Context: an optimization exercise on an open-source flow, tuned for small area and a short achievable clock period. The choices shown serve that exercise and are no tape-out recipe. The RTL was checked by simulation tests, not by an equivalence proof against the original design. Power and IR drop assume default switching activity.

run A:
==> flow/design.v <==
package dither_pkg;
    localparam int PIX_W = 8;
    localparam int Q_W = 5;
    localparam int SH_W = 6;
    localparam int RGB_W = 24;
    localparam int LINE_TOTAL = 24;
    localparam int LATENCY = 2 * LINE_TOTAL + 3;
    localparam int PIX_STAGES = 11;
    localparam int QLAT = PIX_STAGES + 1;
    localparam int HIST_NEXT = LINE_TOTAL - 5;
    localparam int HIST_FAR  = 2 * LINE_TOTAL - 10;
    localparam int HIST_LEN  = HIST_FAR + 1;
    localparam int CNT_W   = 6;
    localparam int CNT_MAX = LATENCY;
endpackage
import dither_pkg::*;
module diffusion_row
#(
    parameter int K = 3
) (
    input  logic             clk,
    input  logic [PIX_W-1:0] value_in,
    input  logic [K-1:0]     share,
    output logic [PIX_W-1:0] value_out
);
    logic               neg;
    logic [K:0]         lo;
    logic               cy;
    logic [PIX_W-K-1:0] hi;
    logic [PIX_W-K-1:0] hi_new;
    logic               up;
    logic               dn;
    logic [PIX_W-K:0]   all1;
    logic [PIX_W-K:0]   all0;
    logic               ovf;
    logic               unf;
    assign neg = share[K-1];
    assign lo = {1'b0, value_in[K-1:0]} + {1'b0, share};
    assign cy = lo[K];
    assign hi = value_in[PIX_W-1:K];
    assign up = cy && !neg;
    assign dn = !cy && neg;
    always_comb begin
        all1[0] = 1'b1;
        all0[0] = 1'b1;
        for (int i = 0; i < PIX_W - K; i++) begin
            all1[i+1] = all1[i] && hi[i];
            all0[i+1] = all0[i] && !hi[i];
        end
        for (int i = 0; i < PIX_W - K; i++) begin
            hi_new[i] = hi[i] ^ ((up && all1[i]) || (dn && all0[i]));
        end
    end
    assign ovf = up && all1[PIX_W-K];
    assign unf = dn && all0[PIX_W-K];
    always_ff @(posedge clk) begin
        value_out <= unf ? '0 : (ovf ? '1 : {hi_new, lo[K-1:0]});
    end
endmodule
module line_fifo
#(
    parameter int WIDTH = 1,
    parameter int DEPTH = 1
) (
    input  logic             clk,
    input  logic [WIDTH-1:0] din,
    output logic [DEPTH-1:0][WIDTH-1:0] taps
);
    always_ff @(posedge clk) begin
        taps[0] <= din;
        for (int i = 1; i < DEPTH; i++) begin
            taps[i] <= taps[i-1];
        end
    end
endmodule
import dither_pkg::*;
module jjn_quantizer
(
    input  logic             clk,
    input  logic [PIX_W-1:0] value_in,
    input  logic             de_in,
    output logic [Q_W-1:0]   q_out,
    output logic             bd_out
);
    logic signed [5:0] w7;
    logic signed [9:0] u0;
    logic signed [9:0] u1;
    logic              unf;
    logic              ovf;
    logic              b;
    assign w7 = 6'($signed(q_out)) + 6'($signed(q_out) >>> 1) - 6'($signed(q_out) >>> 2);
    assign u0 = $signed({2'b00, value_in}) + w7;
    assign u1 = $signed({2'b00, value_in}) + w7 + 10'sd1;
    assign unf = u0[9];
    assign ovf = !u0[9] && u0[8];
    assign b   = !u0[9] && (u0[8] || u0[7]);
    always_ff @(posedge clk) begin
        if (!de_in || unf || ovf)
            q_out <= '0;
        else
            q_out <= b ? u1[7:3] : u0[7:3];
        bd_out <= b;
    end
endmodule
import dither_pkg::*;
module jjn_dither_top
(
    input  logic             clk,
    input  logic             rst,
    input  logic [RGB_W-1:0] rgb,
    input  logic             de,
    input  logic             hs,
    input  logic             vs,
    output logic [RGB_W-1:0] dout,
    output logic             de_out,
    output logic             hs_out,
    output logic             vs_out
);
    logic [CNT_W-1:0] cnt;
    always_ff @(posedge clk) begin
        if (rst)
            cnt <= '0;
        else if (cnt != CNT_W'(CNT_MAX))
            cnt <= cnt + 1'b1;
    end
    logic [LATENCY-1:0][1:0] sync_taps;
    logic [QLAT:0]           de_taps;
    line_fifo #(.WIDTH(2), .DEPTH(LATENCY)) sync_dly (
        .clk(clk), .din({hs, vs}), .taps(sync_taps)
    );
    line_fifo #(.WIDTH(1), .DEPTH(QLAT + 1)) de_dly (
        .clk(clk), .din(de), .taps(de_taps)
    );
    logic [PIX_STAGES:1][PIX_W-1:0] pix;
    logic [HIST_LEN-2:0][Q_W:0] hist_taps;
    logic [Q_W-1:0]   q_next;
    logic [Q_W-1:0]   q_near;
    logic             bd_near;
    function automatic logic [2:0] share_w1(input logic [Q_W-1:0] q);
        case (q[4:3])
            2'b00:   share_w1 = 3'sd0;
            2'b01:   share_w1 = 3'sd1;
            2'b10:   share_w1 = -3'sd3;
            default: share_w1 = -3'sd2;
        endcase
    endfunction
    function automatic logic [4:0] share_w5(input logic [Q_W-1:0] q);
        share_w5 = $signed(q) - ($signed(q) >>> 3);
    endfunction
    function automatic logic [5:0] share_w7(input logic [Q_W-1:0] q);
        share_w7 = 6'($signed(q)) + 6'($signed(q) >>> 1) - 6'($signed(q) >>> 2);
    endfunction
    logic [5:0] gr;
    logic [6:0] gg;
    logic [5:0] gb;
    logic [6:0] gs_q;
    logic [6:1] gc_q;
    assign gr = rgb[23:18];
    assign gg = rgb[15:9];
    assign gb = rgb[7:2];
    always_ff @(posedge clk) begin
        gs_q <= {gg[6], gr ^ gg[5:0] ^ gb};
        gc_q <= (gr & gg[5:0]) | (gr & gb) | (gg[5:0] & gb);
    end
    logic           keep_next;
    logic           keep_far;
    logic [3:0]     far_q41;
    logic [4:0]     far_w5;
    logic [4:0]     next_w5;
    logic [5:0]     next_w7;
    assign keep_next = !rst && (cnt >= CNT_W'(HIST_NEXT));
    assign keep_far  = !rst && (cnt >= CNT_W'(HIST_FAR));
    logic use_next;
    logic use_far;
    assign use_next = keep_next && !hist_taps[HIST_NEXT-2][Q_W];
    assign use_far  = keep_far && !hist_taps[HIST_FAR-2][Q_W];
    always_ff @(posedge clk) begin
        far_q41 <= use_far ? hist_taps[HIST_FAR-2][Q_W-1:1] : '0;
        far_w5  <= use_far ? share_w5(hist_taps[HIST_FAR-2][Q_W-1:0]) : '0;
        next_w5 <= use_next ? share_w5(hist_taps[HIST_NEXT-2][Q_W-1:0]) : '0;
        next_w7 <= use_next ? share_w7(hist_taps[HIST_NEXT-2][Q_W-1:0]) : '0;
    end
    assign q_next = hist_taps[HIST_NEXT-1][Q_W] ? '0 : hist_taps[HIST_NEXT-1][Q_W-1:0];
    logic [2:0] far_w1;
    assign far_w1 = share_w1({far_q41, 1'b0});
    logic signed [9:0] far0_sum;
    assign far0_sum = $signed({3'b0, gs_q}) + $signed({3'b0, gc_q, 1'b0}) + $signed(far_w1);
    always_ff @(posedge clk) begin
        pix[1] <= far0_sum[9] ? '0 : far0_sum[PIX_W-1:0];
    end
    diffusion_row #(.K(4)) far1 (.clk(clk), .value_in(pix[1]), .share(far_q41), .value_out(pix[2]));
    diffusion_row #(.K(5)) far2 (.clk(clk), .value_in(pix[2]), .share(far_w5), .value_out(pix[3]));
    diffusion_row #(.K(4)) far3 (.clk(clk), .value_in(pix[3]), .share(far_q41), .value_out(pix[4]));
    diffusion_row #(.K(3)) far4 (.clk(clk), .value_in(pix[4]), .share(far_w1), .value_out(pix[5]));
    diffusion_row #(.K(4)) nxt0 (.clk(clk), .value_in(pix[5]), .share(q_next[4:1]), .value_out(pix[6]));
    diffusion_row #(.K(5)) nxt1 (.clk(clk), .value_in(pix[6]), .share(next_w5), .value_out(pix[7]));
    diffusion_row #(.K(6)) nxt2 (.clk(clk), .value_in(pix[7]), .share(next_w7), .value_out(pix[8]));
    diffusion_row #(.K(5)) nxt3 (.clk(clk), .value_in(pix[8]), .share(next_w5), .value_out(pix[9]));
    diffusion_row #(.K(4)) nxt4 (.clk(clk), .value_in(pix[9]), .share(q_next[4:1]), .value_out(pix[10]));
    diffusion_row #(.K(5)) cur0 (.clk(clk), .value_in(pix[10]), .share(share_w5(q_near)), .value_out(pix[11]));
    logic de_eff;
    assign de_eff = de_taps[PIX_STAGES] && (cnt >= CNT_W'(QLAT));
    jjn_quantizer quantizer_i (
        .clk(clk), .value_in(pix[PIX_STAGES]), .de_in(de_eff),
        .q_out(q_near), .bd_out(bd_near)
    );
    logic [Q_W:0] q_code;
    always_comb begin
        if (!de_taps[QLAT])
            q_code = {1'b1, Q_W'(0)};
        else if (q_near == '0 && bd_near)
            q_code = {1'b1, Q_W'(1)};
        else
            q_code = {1'b0, q_near};
    end
    always_ff @(posedge clk) begin
        hist_taps[0] <= q_code;
        for (int i = 1; i < HIST_LEN - 1; i++) begin
            hist_taps[i] <= hist_taps[i-1];
        end
        if (!keep_next) hist_taps[HIST_NEXT-1][Q_W-1:0] <= '0;
    end
    logic       out_ok;
    logic       bd_q;
    logic [2:0] sync_q;
    assign out_ok = !rst && (cnt == CNT_W'(CNT_MAX));
    logic [Q_W:0] out_code;
    logic         out_de;
    logic         out_bd;
    assign out_code = hist_taps[HIST_FAR-1];
    assign out_de   = !out_code[Q_W] || out_code[0];
    assign out_bd   = out_code[Q_W] ? out_code[0] : out_code[Q_W-1];
    always_ff @(posedge clk) begin
        bd_q   <= out_ok && out_bd;
        sync_q <= out_ok ? {out_de, sync_taps[LATENCY-1]} : 3'b000;
    end
    assign dout = {RGB_W{bd_q}};
    assign {de_out, hs_out, vs_out} = sync_q;
endmodule
==> flow/config.mk <==
export PLATFORM = sky130hd
export DESIGN_NAME = jjn_dither_top
export DESIGN_NICKNAME = jjn_dither_top
export VERILOG_FILES = /design/flow/design.v
export SDC_FILE = /design/flow/constraint.sdc
export NUM_CORES = 4
export LEC_CHECK = 0
export ABC_AREA = 1
export CAP_MARGIN = 20
export CORE_MARGIN = 2
export CORE_UTILIZATION = 60
export CTS_BUF_LIST = sky130_fd_sc_hd__clkbuf_16
export CTS_CLUSTER_DIAMETER = 80
export CTS_CLUSTER_SIZE = 20
export SETUP_SLACK_MARGIN = 4.0
export SLEW_MARGIN = 20
==> flow/constraint.sdc <==
create_clock -name core_clock -period 6.5 [get_ports {clk}]
set_input_delay 1.3000 -clock core_clock [delete_from_list [all_inputs] [get_ports {clk}]]
set_output_delay 1.3000 -clock core_clock [all_outputs]
set_load 0.01 [all_outputs]
standard.sh (not shown) runs the stock make flow with config.mk's settings and CLKGATE_MAP_FILE= SYNTH_SCRIPT=/design/flow/synth_recipe.tcl, a recipe that flattens the netlist after the stock synthesis.
==> flow/flow/run.sh <==
#!/bin/bash
# The standard layout (standard.sh) with these ORFS settings changed:
#   ADDER_MAP_FILE empty: no adder cells are extracted in synthesis, so ABC
#     maps all of the arithmetic itself (registers and names unchanged);
#   and the placement/CTS/repair settings listed on the make line below.
# Every tool's output goes to orfs_make.log here; ORFS keeps its per-step
# logs under orfs/logs.
set -euo pipefail
bash standard.sh ADDER_MAP_FILE= MATCH_CELL_FOOTPRINT=0 'BUFFER_PORTS_ARGS=-buffer_cell sky130_fd_sc_hd__buf_2' finish > orfs_make.log 2>&1
Run A completed every stage of the flow, and the final layout passed the timing, DRC and antenna checks.
#### Input delta (run B over run A)
Settings: swapping 4.0 for 3.9 in SETUP_SLACK_MARGIN; putting PLACE_DENSITY at 0.75 where nothing was set; swapping 20 for 28 in CTS_CLUSTER_SIZE; swapping 80 for 100 in CTS_CLUSTER_DIAMETER.
==> comparison <==
Re number of DRC violations after detailed routing: no difference whatsoever between run B and run A.
In run B, the share of the core filled with cells came out 0.51 points below the value in run A.
Run B: endpoint arrival time on the critical path higher than run A
Lower power density over the cells among run B and run A: run B
Run A -> run B: routed length on met1 decreased slightly
Relative contribution of combinational cells to total power in run B is 0.3 points above run A.
Cmp run B and run A / total chip power / higher: run A
Status: non-clock buffer area fraction after layout parity (run B, run A)
[inputs] run C vs run B
Settings: swapping 100 for 80 in CTS_CLUSTER_DIAMETER; swapping 28 for 20 in CTS_CLUSTER_SIZE; clearing PLACE_DENSITY, which used to be 0.75; swapping 60 for 50 in CORE_UTILIZATION.
--- outcome ---
- Run C closes out successfully: all stages finished, all timing, DRC and antenna checks passed.
- Run C vs. run B: minimum hold slack now sits at about the same level, die area now sits higher, overall die height now sits higher, maximum clock frequency now sits higher, share of power burned in registers now sits lower.
- Portion of the clock cycle consumed by the worst path in the final layout: run B and run C compared, lower one is run C
- Against run B, final area in run C rose slightly.
Edits applied to the flow inputs when going from run C to run D:
Settings: CTS_CLUSTER_SIZE now 28, was 20; CTS_CLUSTER_DIAMETER now 100, was 80; ABC_AREA no longer set, was 1; CORE_UTILIZATION now 60, was 50.
==> flow/flow/run.sh <==
#!/bin/bash
# The standard layout (standard.sh) with these changes:
#   synthesis: flow/synth.tcl, the standard synthesis script with abc
#     mapping by flow/area_map.abc, and no adder cells extracted
#     (ADDER_MAP_FILE empty), so abc maps all of the arithmetic;
#   placement/repair: ports buffered with buf_2, resizing not held to the
#     same footprint.
# Every tool's output goes to orfs_make.log here; ORFS keeps its per-step
# logs under orfs/logs.
set -euo pipefail
here=$(pwd)
export FLOW_ABC_SCRIPT=$here/flow/area_map.abc
bash standard.sh ADDER_MAP_FILE= SYNTH_SCRIPT=$here/flow/synth.tcl MATCH_CELL_FOOTPRINT=0 'BUFFER_PORTS_ARGS=-buffer_cell sky130_fd_sc_hd__buf_2' finish > orfs_make.log 2>&1
==> flow/flow/area_map.abc (new file) <==
&get -n
&st
&dch
&nf -R 30 -p
&st
&syn2
&if -g -K 6
&synch2
&nf -R 30 -p
&put
buffer -c
topo
stime -c
upsize -c
dnsize -c
==> flow/flow/synth.tcl (new file) <==
# synth_recipe.tcl (the standard synthesis) with one change: abc maps with
# flow/area_map.abc instead of ORFS's script. Everything before and after
# abc, and so every register and its name, is the same.
proc synth {args} { yosys synth -nofsm -noshare {*}$args }
proc abc {args} {
  set i [lsearch -exact $args -script]
  if {$i >= 0} {
    set args [lreplace $args [expr {$i+1}] [expr {$i+1}] $::env(FLOW_ABC_SCRIPT)]
  }
  yosys abc {*}$args
}
source $::env(SCRIPTS_DIR)/synth.tcl
# left out here: clear keep_hierarchy, flatten, clean up, hide names made inside functions, write 1_2_yosys.v
### Flow results
Run D has completed all stages; timing, DRC and antenna checks passed. The flow did not stop early for run C: all stages ran, and the layout cleared the timing, DRC and antenna checks. Delta (run D minus run C): met2 usage in global routing higher, worst-case setup margin in the final layout saw a decrease, net count of the mapped netlist fell by 256, area of the die lower. The final period demand of the worst path of run D was inferior to that of run C. Lower utilization goes to run C over run D. Diff run C -> run D | maximum clock frequency | down by a few percent. Placed cell area: higher on run C. Delta (run D minus run C): number of rows created at floorplan now sits lower, logic depth of the worst setup path including buffers now sits higher.
Input-level comparison between run E and run D:
Settings: CTS_CLUSTER_SIZE: 28 -> 31; ABC_AREA: unset -> 1.
==> flow/flow/run.sh <==
#!/bin/bash
# The standard layout (standard.sh) with these ORFS settings changed:
#   ADDER_MAP_FILE empty: no adder cells are extracted in synthesis, so ABC
#     maps all of the arithmetic itself (registers and names unchanged);
#   and the placement/CTS/repair settings listed on the make line below.
# Every tool's output goes to orfs_make.log here; ORFS keeps its per-step
# logs under orfs/logs.
set -euo pipefail
bash standard.sh ADDER_MAP_FILE= MATCH_CELL_FOOTPRINT=0 'BUFFER_PORTS_ARGS=-buffer_cell sky130_fd_sc_hd__buf_2' finish > orfs_make.log 2>&1
removed: flow/flow/area_map.abc
removed: flow/flow/synth.tcl
[summary]
Run E finished all stages; the layout is clean. Compared with run D, run E instantiates a larger number of standard cells. [run E vs run D] non-clock buffer count: lower in run E. Final worst-path cycle share: run E < run D. Delta (run E minus run D): post-synthesis xor/xnor area fraction fell by 4.4 points; net count after synthesis rose by 256; starting density of the core rose by 0.45 points; met3 track demand over resource fell by 0.28 points; flip-flop and latch share of the layout cell area rose by 0.89 points. Measured against each other, run E and run D differ in clock buffer count in the final layout, the higher figure coming from run D. Taking run D as the reference point, the die outline width of run E rises by 0.51%. As far as number of failing hold endpoints at the final stage goes, run D and run E are indistinguishable; the numbers are identical. Path type of the worst setup path: flop to flop -> run D, flop to output pin -> run E.

Starts from the design.v that is shown in full above.
export LEC_CHECK = 0
export ABC_AREA = 1
export CAP_MARGIN = 20
export CORE_MARGIN = 2
export CORE_UTILIZATION = 60
export SETUP_SLACK_MARGIN = 3.9
export SLEW_MARGIN = 20
create_clock -name core_clock -period 6.5 [get_ports {clk}]
==> flow/flow/run.sh <==
#!/bin/bash
# The standard layout (standard.sh) with these ORFS settings changed:
#   ADDER_MAP_FILE empty: no adder cells are extracted in synthesis, so ABC
#     maps all of the arithmetic itself (registers and names unchanged);
#   and the placement/CTS/repair settings listed on the make line below.
# Every tool's output goes to orfs_make.log here; ORFS keeps its per-step
# logs under orfs/logs.
set -euo pipefail
bash standard.sh ADDER_MAP_FILE= MATCH_CELL_FOOTPRINT=0 'BUFFER_PORTS_ARGS=-buffer_cell sky130_fd_sc_hd__buf_2' 'CTS_ARGS=-sink_clustering_enable -repair_clock_nets -sink_clustering_size 20 -sink_clustering_max_diameter 80 -buf_list sky130_fd_sc_hd__clkbuf_8 -root_buf sky130_fd_sc_hd__clkbuf_16' finish > orfs_make.log 2>&1
Change:
--- a/flow/flow/run.sh
+++ b/flow/flow/run.sh
@@ -9 +9 @@
-bash standard.sh ADDER_MAP_FILE= MATCH_CELL_FOOTPRINT=0 'BUFFER_PORTS_ARGS=-buffer_cell sky130_fd_sc_hd__buf_2' 'CTS_ARGS=-sink_clustering_enable -repair_clock_nets -sink_clustering_size 20 -sink_clustering_max_diameter 80 -buf_list sky130_fd_sc_hd__clkbuf_8 -root_buf sky130_fd_sc_hd__clkbuf_16' finish > orfs_make.log 2>&1
+bash standard.sh ADDER_MAP_FILE= MATCH_CELL_FOOTPRINT=0 'BUFFER_PORTS_ARGS=-buffer_cell sky130_fd_sc_hd__buf_2' finish > orfs_make.log 2>&1
CTS_BUF_LIST = sky130_fd_sc_hd__clkbuf_16   (was unset)
CTS_CLUSTER_DIAMETER = 80   (was unset)
CTS_CLUSTER_SIZE = 20   (was unset)
The new run finished clean.
Final cell count is about the same.
Non-clock buffer count shrinks by 2.
Setup slack is better by 0.064 ns.
Core utilization grows by 1.1 points.
Change:
CTS_BUF_LIST = sky130_fd_sc_hd__clkbuf_8   (was sky130_fd_sc_hd__clkbuf_16)
=>
- worst setup slack degrades by 0.054 ns
- die area stays the same
- core utilization drops by 1.2 points
- final area came out lower by 1.8%
- hold slack is about the same
- final cell count hardly moves
Change:
SETUP_SLACK_MARGIN = 4.1   (was 3.9)
Cell area rose by 2.6%.
Worst setup slack loses 0.028 ns.
Core utilization goes up by 1.7 points.
Via count increases by 1.3%.
Sequential power barely changes.
Register-to-register slack is better by 0.06 ns.
Change:
CTS_BUF_LIST = sky130_fd_sc_hd__clkbuf_8 sky130_fd_sc_hd__clkbuf_16   (was sky130_fd_sc_hd__clkbuf_8)
SETUP_SLACK_MARGIN = 3.9   (was 4.1)
Result:
- register-to-register slack got worse by 0.03 ns
- hold slack got worse by 0.0035 ns
- first-iteration DRC count rises by 3.8%
- setup slack improved by 0.081 ns
- die area stays the same
Change:
CTS_BUF_LIST = sky130_fd_sc_hd__clkbuf_16   (was sky130_fd_sc_hd__clkbuf_8 sky130_fd_sc_hd__clkbuf_16)
CTS_CLUSTER_DIAMETER = 100   (was 80)
CTS_CLUSTER_SIZE = 28   (was 20)
=> The new run ran to the end with no violations. Utilization drops by 0.44 points. Sequential power barely changes. Power is lower by 2.5%. Routed wire length goes down by 0.75%. First-iteration DRC count fell by 2.0%. Worst setup slack improves by 0.011 ns. Synthesized cell count does not change. Design area came out lower by 0.67%.

[static timing again, ports no longer ideal]
No port has a modelled driver above. Below, the same layouts with a new extraction and two added sets of constraints. Step 1 sets driving cells, clkbuf_16 on the clock port and buf_2 on the other inputs (assumed; they add their load-dependent delay and slew). Step 2, shift: input delay + t, output delay - t, t = (earliest + latest rising clock arrival at the registers) / 2. This alone moves slack from input paths to output paths. a / b / c = ideal / step 1 / step 2; a / b = the first two.
| run | t (ns) | setup WS [ns] | hold WS [ns] | pins driven straight from the clock port |
|---|---|---|---|---|
| run A | 0.586 | 4.063 / 4.015 / 3.757 | 0.325 / 0.325 / 0.325 | 1 |
| run B | 0.569 | 3.989 / 3.942 / 3.703 | 0.322 / 0.322 / 0.322 | 1 |
| run C | 0.603 | 4.050 / 4.000 / 3.694 | 0.321 / 0.321 / 0.321 | 1 |
| run D | 0.575 | 3.913 / 3.913 / 3.913 | 0.320 / 0.320 / 0.320 | 1 |
| run E | 0.571 | 4.069 / 4.021 / 3.777 | 0.326 / 0.326 / 0.326 | 1 |
| the first run of note 2 | 0.560 | 4.002 / 3.954 / 3.756 | 0.327 / 0.327 / 0.327 | 1 |
| the second run of note 2 | 0.584 | 4.065 / 4.017 / 3.758 | 0.324 / 0.324 / 0.324 | 1 |
| the third run of note 2 | 0.625 | 4.012 / 3.965 / 3.756 | 0.326 / 0.326 / 0.326 | 1 |
| the fourth run of note 2 | 0.625 | 3.984 / 3.937 / 3.755 | 0.327 / 0.327 / 0.327 | 1 |
| the fifth run of note 2 | 0.584 | 4.065 / 4.017 / 3.758 | 0.324 / 0.324 / 0.324 | 1 |
| the sixth run of note 2 | 0.572 | 4.076 / 4.029 / 3.762 | 0.318 / 0.318 / 0.318 | 1 |
After both steps every run listed still meets setup and hold. The setup slack of run C, which loses most, moves by -0.050 ns with the drivers and by -0.356 ns with both steps.
